This is an optimization exercise on Yosys and OpenROAD, whose aim is a short achievable clock period and few clock cycles, not a production implementation. Function was checked by simulation only, so behaviour that the tests miss may differ from the original. No activity file was given, so power comes from the tool's default toggle rates.

### flow/run.sh
#!/bin/bash
# synth_recipe.tcl (not shown) runs the flow's synth.tcl, then flattens the netlist and writes it again
# the make line also repeats each setting of config.mk as NAME=value (left out here)
make -C /OpenROAD-flow-scripts/flow DESIGN_CONFIG=/design/flow/config.mk WORK_HOME=/design/flow/orfs CLKGATE_MAP_FILE= SYNTH_SCRIPT=/design/flow/synth_recipe.tcl finish
### flow/config.mk
export PLATFORM = sky130hd
export DESIGN_NAME = rv_core
export DESIGN_NICKNAME = rv_core
export VERILOG_FILES = /design/flow/design.v
export SDC_FILE = /design/flow/constraint.sdc
export NUM_CORES = 4
export LEC_CHECK = 0
export ABC_CLOCK_PERIOD_IN_PS = 2000
export CAP_MARGIN = 20
export CORE_MARGIN = 2
export CORE_UTILIZATION = 30
export SETUP_SLACK_MARGIN = 3.6
export SLEW_MARGIN = 20
### flow/design.v
package rv_pkg;
    localparam int          xlen       = 32;
    localparam int          reg_addr_w = 5;
    localparam logic [31:0] reset_pc   = 32'h0000_0000;   
    localparam logic [6:0] opc_op     = 7'b0110011;   
    localparam logic [6:0] opc_op_imm = 7'b0010011;   
    localparam logic [6:0] opc_lui    = 7'b0110111;
    localparam logic [6:0] opc_branch = 7'b1100011;
    localparam logic [6:0] f7_alt = 7'b0100000;   
    typedef logic [xlen-1:0]       word_t;
    typedef logic [reg_addr_w-1:0] reg_addr_t;
    typedef struct packed {
        logic add;
        logic sub;
        logic sll;
        logic slt;
        logic sltu;
        logic xor_;
        logic sr;        
        logic sra;       
        logic or_;
        logic and_;
        logic lui;       
    } alu_sel_t;
    function automatic logic [32:0] carries(input word_t a, input word_t b, input logic cin);
        word_t g, p, gn, pn;
        g    = a & b;
        p    = a ^ b;
        g[0] = g[0] | (p[0] & cin);
        for (int d = 1; d < 32; d = d * 2) begin
            gn = g;
            pn = p;
            for (int i = d; i < 32; i++) begin
                gn[i] = g[i] | (p[i] & g[i-d]);
                pn[i] = p[i] & p[i-d];
            end
            g = gn;
            p = pn;
        end
        carries = {g, cin};
    endfunction
    function automatic word_t add(input word_t a, input word_t b, input logic cin);
        logic [32:0] c;
        c   = carries(a, b, cin);
        add = a ^ b ^ c[31:0];
    endfunction
    function automatic logic [18:0] inc19(input logic [18:0] x);
        logic all1;
        all1 = 1'b1;
        for (int i = 0; i < 19; i++) begin
            inc19[i] = x[i] ^ all1;
            all1     = all1 & x[i];
        end
    endfunction
    function automatic logic [18:0] dec19(input logic [18:0] x);
        logic all0;
        all0 = 1'b1;
        for (int i = 0; i < 19; i++) begin
            dec19[i] = x[i] ^ all0;
            all0     = all0 & !x[i];
        end
    endfunction
    function automatic word_t br_target(input word_t pc, input word_t w);
        logic [12:0] bimm;
        logic [32:0] c;
        logic [18:0] hi;
        bimm = {w[31], w[7], w[30:25], w[11:8], 1'b0};
        c    = carries({19'd0, pc[12:0]}, {19'd0, bimm}, 1'b0);
        if (bimm[12] == c[13]) hi = pc[31:13];
        else if (c[13])        hi = inc19(pc[31:13]);
        else                   hi = dec19(pc[31:13]);
        br_target = {hi, pc[12:0] ^ bimm ^ c[12:0]};
    endfunction
    typedef struct packed {
        logic eq;
        logic ne;
        logic lt;
        logic ge;
        logic ltu;
        logic geu;
    } br_cond_t;
    function automatic br_cond_t compare(input word_t x, input word_t y);
        logic [32:0] c;
        logic        ltu;
        logic        lt;
        logic        eq;
        c   = carries(x, ~y, 1'b1);             
        ltu = !c[32];
        lt  = (x[31] ^ y[31]) ? x[31] : ltu;
        eq  = x == y;
        compare = {eq, !eq, lt, !lt, ltu, !ltu};
    endfunction
    localparam int bp_w = 4;
endpackage
`timescale 1ns/1ns
module instr_fetch_decode (
    input  logic          clk,
    input  logic          reset,
    input  rv_pkg::word_t instr,          
    input  logic          mispredict,     
    input  rv_pkg::word_t fix_pc,         
    output rv_pkg::word_t pc,
    output logic          instr_rd_en,
    output logic          pred,           
    input  logic          upd,            
    input  rv_pkg::word_t upd_pc,
    input  logic          upd_back,       
    input  logic          upd_taken
);
    localparam int n_ent = 1 << rv_pkg::bp_w;
    rv_pkg::word_t           target;
    logic [1:0]              ctr      [0:n_ent-1];    
    logic [4:0]              trip     [0:n_ent-1];    
    logic [4:0]              trip_end [0:n_ent-1];    
    logic                    trip_ok  [0:n_ent-1];    
    logic                    at_end   [0:n_ent-1];    
    logic [rv_pkg::bp_w-1:0] idx;
    logic                    is_br, f3_ok, rs_eq;
    logic                    u_valid;                 
    logic                    u_back;
    logic                    u_taken;
    logic [rv_pkg::bp_w-1:0] u_idx;
    logic [4:0]              u_trip;                  
    logic [4:0]              u_end;
    logic                    u_ok;
    logic [1:0]              u_ctr;
    logic [4:0]              u_next;
    assign idx    = pc[rv_pkg::bp_w+1:2];
    assign is_br  = instr[6:0] == rv_pkg::opc_branch;
    assign f3_ok  = instr[14:13] != 2'b01;           
    assign rs_eq  = instr[19:15] == instr[24:20];
    assign pred   = is_br && f3_ok && (rs_eq ? (instr[12] == instr[14])
                                             : (instr[31] ? !at_end[idx] : ctr[idx][1]));
    assign target = rv_pkg::br_target(pc, instr);
    always_ff @(posedge clk) begin
        u_valid <= upd && !reset;
        u_back  <= upd_back;
        u_taken <= upd_taken;
        u_idx   <= upd_pc[rv_pkg::bp_w+1:2];
        u_trip  <= trip[upd_pc[rv_pkg::bp_w+1:2]];
        u_end   <= trip_end[upd_pc[rv_pkg::bp_w+1:2]];
        u_ok    <= trip_ok[upd_pc[rv_pkg::bp_w+1:2]];
        u_ctr   <= ctr[upd_pc[rv_pkg::bp_w+1:2]];
    end
    assign u_next = u_trip + 5'd1;
    always_ff @(posedge clk) begin
        if (reset) begin
            for (int i = 0; i < n_ent; i++) begin
                ctr[i]      <= 2'b01;
                trip[i]     <= '0;
                trip_end[i] <= '0;
                trip_ok[i]  <= 1'b0;
                at_end[i]   <= 1'b0;
            end
        end else if (u_valid) begin
            if (u_back) begin
                if (u_taken) begin
                    trip[u_idx]     <= u_next;
                    at_end[u_idx]   <= u_ok && u_next == u_end;
                end else begin
                    trip[u_idx]     <= '0;
                    trip_end[u_idx] <= u_trip;
                    trip_ok[u_idx]  <= 1'b1;
                    at_end[u_idx]   <= u_trip == '0;
                end
            end else begin
                if (u_taken && u_ctr != 2'b11) begin
                    ctr[u_idx] <= u_ctr + 2'd1;
                end else if (!u_taken && u_ctr != 2'b00) begin
                    ctr[u_idx] <= u_ctr - 2'd1;
                end
            end
        end
    end
    always_ff @(posedge clk) begin
        if (reset) begin
            pc          <= rv_pkg::reset_pc;
            instr_rd_en <= 1'b0;
        end else begin
            instr_rd_en <= 1'b1;
            if (mispredict) begin
                pc <= fix_pc;
            end else if (instr_rd_en) begin
                pc <= pred ? target : pc + rv_pkg::word_t'(4);
            end
        end
    end
endmodule
`timescale 1ns/1ns
module operand_fetch (
    input  logic                clk,
    input  logic                reset,
    input  logic                d_valid,
    input  rv_pkg::word_t       d_ir,
    input  rv_pkg::word_t       d_pc,
    input  logic                d_pred,
    input  logic                ex_wr,        
    input  rv_pkg::reg_addr_t   ex_rd,
    input  logic                res_wr,       
    input  rv_pkg::reg_addr_t   res_rd,
    input  rv_pkg::word_t       res_data,
    input  rv_pkg::word_t       alu_res,      
    output logic                e_valid,
    output rv_pkg::word_t       e_pc,
    output rv_pkg::word_t       e_a,
    output rv_pkg::word_t       e_b,
    output rv_pkg::reg_addr_t   e_rd,
    output logic                e_wr,
    output rv_pkg::alu_sel_t    e_alu,
    output logic                e_br,
    output rv_pkg::br_cond_t    e_mis,        
    output logic                e_pred,
    output logic                e_back,       
    output rv_pkg::word_t       e_target      
);
    rv_pkg::word_t     regs [1:31];
    rv_pkg::word_t     regs_z [0:31];           
    logic [6:0]        opc;
    logic [2:0]        f3;
    logic              is_op, is_imm, is_lui, is_br;
    logic              alt;
    rv_pkg::reg_addr_t rs1, rs2, rd;
    rv_pkg::word_t     imm;
    rv_pkg::word_t     rv1, rv2;
    rv_pkg::alu_sel_t  alu;
    rv_pkg::br_cond_t  mis;
    logic              fwd_a, fwd_b;
    logic [2:0]        mf3;
    assign opc    = d_ir[6:0];
    assign f3     = d_ir[14:12];
    assign is_op  = opc == rv_pkg::opc_op;
    assign is_imm = opc == rv_pkg::opc_op_imm;
    assign is_lui = opc == rv_pkg::opc_lui;
    assign is_br  = opc == rv_pkg::opc_branch && d_ir[14:13] != 2'b01;
    assign rs1    = d_ir[19:15];
    assign rs2    = d_ir[24:20];
    assign rd     = d_ir[11:7];
    assign alt    = is_op ? d_ir[31:25] == rv_pkg::f7_alt : (f3 == 3'b101 && d_ir[30]);
    assign imm    = is_lui ? {d_ir[31:12], 12'h000} : {{20{d_ir[31]}}, d_ir[31:20]};
    always_comb begin
        alu      = '0;
        alu.add  = !is_lui && f3 == 3'b000 && !alt;
        alu.lui  = is_lui;
        alu.sub  = !is_lui && f3 == 3'b000 && alt;
        alu.sll  = !is_lui && f3 == 3'b001;
        alu.slt  = !is_lui && f3 == 3'b010;
        alu.sltu = !is_lui && f3 == 3'b011;
        alu.xor_ = !is_lui && f3 == 3'b100;
        alu.sr   = !is_lui && f3 == 3'b101;
        alu.sra  = alt;
        alu.or_  = !is_lui && f3 == 3'b110;
        alu.and_ = !is_lui && f3 == 3'b111;
    end
    assign mf3 = {f3[2:1], f3[0] ^ d_pred};
    always_comb begin
        mis = '0;
        if (is_br) begin
            case (mf3)
                3'b000:  mis.eq  = 1'b1;
                3'b001:  mis.ne  = 1'b1;
                3'b100:  mis.lt  = 1'b1;
                3'b101:  mis.ge  = 1'b1;
                3'b110:  mis.ltu = 1'b1;
                default: mis.geu = 1'b1;
            endcase
        end
    end
    always_ff @(posedge clk) begin
        if (res_wr) begin
            regs[res_rd] <= res_data;
        end
    end
    always_comb begin
        regs_z[0] = '0;
        for (int i = 1; i < 32; i++) begin
            regs_z[i] = regs[i];
        end
    end
    assign rv1 = (res_wr && res_rd == rs1) ? res_data : regs_z[rs1];
    assign rv2 = (res_wr && res_rd == rs2) ? res_data : regs_z[rs2];
    assign fwd_a = ex_wr && ex_rd == rs1;
    assign fwd_b = ex_wr && ex_rd == rs2 && !(is_imm || is_lui);
    always_ff @(posedge clk) begin
        e_valid <= d_valid && !reset;               
        e_pc    <= d_pc;
        e_a     <= fwd_a ? alu_res : rv1;
        e_b     <= fwd_b ? alu_res : (is_imm || is_lui) ? imm : rv2;
        e_rd    <= rd;
        e_wr    <= (is_op || is_imm || is_lui) && rd != '0;
        e_alu   <= alu;
        e_br    <= is_br;
        e_mis   <= (d_valid && !reset) ? mis : '0;
        e_pred  <= d_pred;
        e_back  <= d_ir[31];
        e_target <= rv_pkg::br_target(d_pc, d_ir);
    end
endmodule
`timescale 1ns/1ns
module instr_exec (
    input  logic              clk,
    input  logic              reset,
    input  logic              e_valid,
    input  rv_pkg::word_t     e_pc,
    input  rv_pkg::word_t     e_a,
    input  rv_pkg::word_t     e_b,
    input  rv_pkg::reg_addr_t e_rd,
    input  logic              e_wr,
    input  rv_pkg::alu_sel_t  e_alu,
    input  logic              e_br,
    input  rv_pkg::br_cond_t  e_mis,
    input  logic              e_pred,
    input  rv_pkg::word_t     e_target,
    output logic              br_upd,         
    output logic              br_taken,
    output logic              mispredict,
    output rv_pkg::word_t     fix_pc,
    output logic              ex_wr,
    output logic              res_wr,
    output rv_pkg::word_t     res_pc,
    output rv_pkg::reg_addr_t res_rd,
    output rv_pkg::word_t     res_data,
    output rv_pkg::word_t     alu_res         
);
    rv_pkg::word_t a, b;
    logic          lt, ltu, mis;
    logic          squash;                      
    logic [32:0]   sr_in;
    logic [32:0]   sub_c;                       
    assign a = e_a;
    assign b = e_b;
    assign sub_c = rv_pkg::carries(a, ~b, 1'b1);
    assign ltu   = !sub_c[32];
    assign lt    = (a[31] ^ b[31]) ? a[31] : ltu;
    assign sr_in = {e_alu.sra & a[31], a};
    assign alu_res = ({32{e_alu.add}}  & rv_pkg::add(a, b, 1'b0))
                   | ({32{e_alu.sub}}  & (a ^ ~b ^ sub_c[31:0]))
                   | ({32{e_alu.sll}}  & (a << b[4:0]))
                   | ({32{e_alu.slt}}  & {31'd0, lt})
                   | ({32{e_alu.sltu}} & {31'd0, ltu})
                   | ({32{e_alu.xor_}} & (a ^ b))
                   | ({32{e_alu.sr}}   & 32'($signed(sr_in) >>> b[4:0]))
                   | ({32{e_alu.or_}}  & (a | b))
                   | ({32{e_alu.and_}} & (a & b))
                   | ({32{e_alu.lui}}  & b);
    assign mis = |(e_mis & {6{!squash}} & rv_pkg::compare(a, b));
    assign mispredict = mis;
    assign fix_pc     = e_pred ? e_pc + rv_pkg::word_t'(4) : e_target;
    assign br_upd     = e_valid && !squash && e_br;
    assign br_taken   = e_pred ^ mis;
    assign ex_wr      = e_valid && !squash && e_wr;
    always_ff @(posedge clk) begin
        squash   <= mispredict && !reset;
        res_wr   <= ex_wr && !reset;
        res_pc   <= e_pc;
        res_rd   <= e_rd;
        res_data <= alu_res;
    end
endmodule
`timescale 1ns/1ns
module rv_core (
    input  logic        clk,
    input  logic        reset,
    input  logic [31:0] instr,             
    output logic [31:0] pc,
    output logic        instr_rd_en,
    output logic        retire_valid,      
    output logic [31:0] retire_pc,
    output logic [4:0]  retire_rd,
    output logic [31:0] retire_rd_data
);
    logic              mispredict;
    rv_pkg::word_t     fix_pc;
    logic              pred;
    logic              e_valid;
    rv_pkg::word_t     e_pc;
    rv_pkg::word_t     e_a;
    rv_pkg::word_t     e_b;
    rv_pkg::word_t     alu_res;
    rv_pkg::reg_addr_t e_rd;
    logic              e_wr;
    rv_pkg::alu_sel_t  e_alu;
    logic              e_br;
    rv_pkg::br_cond_t  e_mis;
    logic              e_pred;
    rv_pkg::word_t     e_target;
    logic              ex_wr;
    logic              e_back;
    logic              br_upd;
    logic              br_taken;
    instr_fetch_decode instr_fetch_decode_inst (
        .clk         (clk),
        .reset       (reset),
        .instr       (instr),
        .mispredict  (mispredict),
        .fix_pc      (fix_pc),
        .pc          (pc),
        .instr_rd_en (instr_rd_en),
        .pred        (pred),
        .upd         (br_upd),
        .upd_pc      (e_pc),
        .upd_back    (e_back),
        .upd_taken   (br_taken)
    );
    operand_fetch operand_fetch_inst (
        .clk        (clk),
        .reset      (reset),
        .d_valid    (instr_rd_en),
        .d_ir       (instr),
        .d_pc       (pc),
        .d_pred     (pred),
        .ex_wr      (ex_wr),
        .ex_rd      (e_rd),
        .res_wr     (retire_valid),
        .res_rd     (retire_rd),
        .res_data   (retire_rd_data),
        .alu_res    (alu_res),
        .e_valid    (e_valid),
        .e_pc       (e_pc),
        .e_a        (e_a),
        .e_b        (e_b),
        .e_rd       (e_rd),
        .e_wr       (e_wr),
        .e_alu      (e_alu),
        .e_br       (e_br),
        .e_mis      (e_mis),
        .e_pred     (e_pred),
        .e_back     (e_back),
        .e_target   (e_target)
    );
    instr_exec instr_exec_inst (
        .clk        (clk),
        .reset      (reset),
        .e_valid    (e_valid),
        .e_pc       (e_pc),
        .e_a        (e_a),
        .e_b        (e_b),
        .e_rd       (e_rd),
        .e_wr       (e_wr),
        .e_alu      (e_alu),
        .e_br       (e_br),
        .e_mis      (e_mis),
        .e_pred     (e_pred),
        .e_target   (e_target),
        .br_upd     (br_upd),
        .br_taken   (br_taken),
        .mispredict (mispredict),
        .fix_pc     (fix_pc),
        .ex_wr      (ex_wr),
        .res_wr     (retire_valid),
        .res_pc     (retire_pc),
        .res_rd     (retire_rd),
        .res_data   (retire_rd_data),
        .alu_res    (alu_res)
    );
endmodule
### flow/constraint.sdc
create_clock -name core_clock -period 7.0 [get_ports {clk}]
set_input_delay 1.4000 -clock core_clock [delete_from_list [all_inputs] [get_ports {clk}]]
set_output_delay 1.4000 -clock core_clock [all_outputs]
set_load 0.01 [all_outputs]
==> impl_results.md <==
* Final non-filler cell area at 0.0894 sq mm
* Worst clock skew on the final layout at 0.0592 ns
* Clock-pin slew on the worst setup and hold paths at 0.06 ns
* Drt total wl at 362000 microns
* Startpoint types: primary input
* Largest registers: operand_fetch_inst.regs (992), instr_fetch_decode_inst.trip (80), instr_fetch_decode_inst.trip_end (80)
* Post-synthesis cell area at 0.0720 sq mm
* Clock root cell: clkbuf_16
* Worst R2R Start: operand_fetch_inst.e_b[1]
* Path type of the worst min-delay path: register to register
* CP max FO at 13
* Core Area at 0.238 sq mm
* Endpoints failing setup at 0
* Minimum clock period at 3.56 ns
* Post-layout util at 0.375
* Switching Fraction at 0.303
* Worst-case headroom to the max-slew limit at 0.147
* Register bit total from synthesis at 1494
* Number of antenna-violating nets in the routed design at 0
* Share of Yosys cell area claimed by the top area cell type at 0.501
* Global router's overall resource usage at 0.284
* Flip-flop cell with the highest count after synthesis: edfxtp_1
* Total iterations of the first detailed-routing run at 12
* Sequential share of the synthesized area at 0.583
* Later-pin clock latency in the skew report at 0.88 ns
* Number of buffers created by CTS at 154
* Remaining DRCs at 0
* Sum of net half-perimeters after detailed placement at 217000 microns
* Number of H-tree branching levels at 4
* Hold Path Origin: operand_fetch_inst.e_back
* Cells taking the most area after synthesis: edfxtp_1 50%, a22oi_1 9.2%, dfxtp_1 8.2%
* Share of power burned in the clock network at 0.354
* Worst setup EP type: register
* Effective utilization at floorplan at 0.302
* First-pass GRT wire length at 490000 microns
* Status: timing/DRC/antenna clean
* Required time at the endpoint of the critical path at 7.81 ns
* Largest area contributor in the netlist: edfxtp_1
* Static leakage power at 31.4 nW
* Total Die Area at 0.244 sq mm
* Fin nets at 6710
* Crit path launch: instr[21]
* Final period util at 0.509
* Count of fill cells added during filler insertion at 22700
* Leading cell types by count after synthesis: 1200 x edfxtp_1, 883 x a22oi_1, 584 x nand2_1, 435 x nor2_1, 368 x clkbuf_1
* Max Root-Sink Buffers at 3
* Internal power summed over all cells at 17.1 mW
* Setup repair after global routing missed its margin: true
* Hold Fails Final Rpt at 0
* Combinational share of power at 0.215
* Y dimension of the die at 494 microns
* Number of enable-type register cells in the synthesized netlist at 1200
* Total placed instance area at 0.0785 sq mm
* Net switching power at 7.45 mW
* Area Growth Syn to Fin at 24.2%
* Site Rows at 179
* Part of the total power dissipated in sequential elements at 0.432
* Class of the most critical setup path: primary input to register
* Synthesis warning total at 4
* Starting DRC count in detailed routing at 14500
* Number of global-route vias before repair at 59700
* Cell Pwr Density at 275 mW/mm^2
* Most frequently used cell type in the post-synthesis netlist: edfxtp_1
* Number of distinct library cells after synthesis at 110
* Async set or reset register ratio after synthesis at 0
* Total Neg Setup Slack at 0 ns
* Hold-fix buffers, CTS at 0
* Post-Synthesis Cells at 6127
* Maximum number of pins on one net before global-route repair at 74
* Flip-flop count of the largest register, all copies and words added at 992
* Synthesized area per cell at 11.7 sq um
* Max-slew violation count at 0
* Number of vias per cell after detailed routing at 6.59
* Net count of the mapped netlist at 6277
* Horizontal die dimension at 494 microns
* TritonCTS clock tree: done
* Proportion of layout cells with a drive suffix above 1 at 0.226
* Wire length per cell after detailed routing at 36.7 microns
* Via count at 65100
* Worst slack on hold paths at 0.339 ns
* Congestion Overflow GR at 0
* Critical path data arrival time at 4.37 ns
* Port buffer count at 136
* Tot Pwr at 24.6 mW
* I/O pins at 137
* Reg with most FFs: operand_fetch_inst.regs
* Clock tree sinks at 1494
* Placer's final routability congestion estimate at 1.01
* Slew at the pin closest to its max-slew limit at 1.28 ns
* Reported max-cap violation count at 0
* Highest ir drop seen on vdd at 0.234 mV
* Antenna violations before repair at 25
* Maximum clock rate at 281 MHz
==> final timing paths <==
path                                          to  slack, ns  depth (start not counted)
setup / recovery      operand_fetch_inst.e_b[23]       3.44                         11
hold / removal    instr_fetch_decode_inst.u_back       0.34                          0
setup reg to reg      operand_fetch_inst.e_a[29]       3.47                         14
hold reg to reg   instr_fetch_decode_inst.u_back       0.34                          0
==> power by group through the flow <==
stage / combinational [mW] / clock, mW / sequential (mW)
global route: 5.45 / 9.04 / 10.6
finish: 5.28 / 8.70 / 10.6
floorplan: 2.12 / 0 / 10.9
CTS: 4.75 / 8.71 / 10.6
global placement: 4.01 / 0 / 10.8
detailed placement: 4.04 / 0 / 10.8
==> layer usage <==
layer / GRT usage / vias up / wire (microns)
met5: 0.000391 / - / 97
met4: 0.182 / 12 / 32400
met3: 0.121 / 1934 / 58600
met2: 0.408 / 6628 / 146000
met1: 0.348 / 31600 / 125000
li1: - / 24900 / -
==> metrics by stage <==
stage	std cells	setup slack, ns
after floorplan	6127	3.25
after global placement	9226	1.09
after detailed placement	9230	1.10
after CTS	9762	3.56
after global routing	9859	3.45
final	9868	3.44
==> layout make-up <==
class | instances | area (sq um) | share of cell area
multi-input combinational | 4030 | 30400 | 0.340
clock buffer | 202 | 4210 | 0.0470
antenna | 14 | 35.0 | 0.000392
clock inverter | 81 | 1090 | 0.0122
tap | 3167 | 3960 | 0.0443
sequential | 1494 | 42200 | 0.472
inverter | 153 | 616 | 0.00689
timing repair buffer | 727 | 6900 | 0.0772
==> cells in the final DEF, fill, tap and decap left out, types with 53 or more instances in the layout <==
cell type,instances
edfxtp_1,1200
a22oi_1,879
nand2_1,578
buf_4,489
nor2_1,344
dfxtp_1,202
a21oi_1,196
o21ai_0,156
clkbuf_16,156
nor3_1,148
nand3_1,146
inv_1,135
mux4_2,122
nor2_4,82
ha_1,69
xnor2_1,67
clkdlybuf4s50_1,67
nor4_1,64
a222oi_1,64
xor2_1,58
and2_1,57
buf_12,57
a221oi_1,56
nand4_1,55
dfxtp_4,53
==> kinds of logic after synthesis <==
kind of cell,share of synthesized area
buffers and inverters,0.0340
flip-flops,0.583
adder cells (fa/ha/maj),0.0205
multiplexers,0.0480
AO/OA/AOI/OAI,0.186
XOR/XNOR,0.0155
AND/OR/NAND/NOR,0.114
==> critical path: stages <==
cell and delay (ns):
buf_8 0.19, nor3b_4 0.60, and2_4 0.57, buf_4 0.38, a22oi_1 0.14, nand2_1 0.12
nor3_1 0.06, nand2_1 0.09, a22oi_1 0.19, o21ai_0 0.41, o21a_1 0.18
==> timing repair <==
action / in CTS / in global routing
setup buffers: 231 / 89
gates resized for setup: 594 / 183
pin swaps: 104 / 89
cloned: 18 / 3
endpoints found under the setup margin: 244 / 187
Testbench counts, summed over its fixed seeds: cycles 49,748.

==> what the ideal ports hide <==
In the flow no input, the clock included, has a driving cell. The finished layout below was timed again as built, in two steps.
Step 1 assumes that a clkbuf_16 drives the clock port and a buf_2 every other input.
Step 2 also shifts input and output timing later by t, the mid clock arrival at the registers, as if the neighbouring blocks saw the same clock.
Three values: no drivers, after step 1, after step 2; two values: the first two.
t (ns): 0.951
slack for setup (ns): 3.440 / 3.460 / 2.509
cell pins on the clock port's net: 1
After both steps setup and hold are still met in this run. The setup slack of this run moves by +0.020 ns with the drivers and by -0.931 ns with both steps.
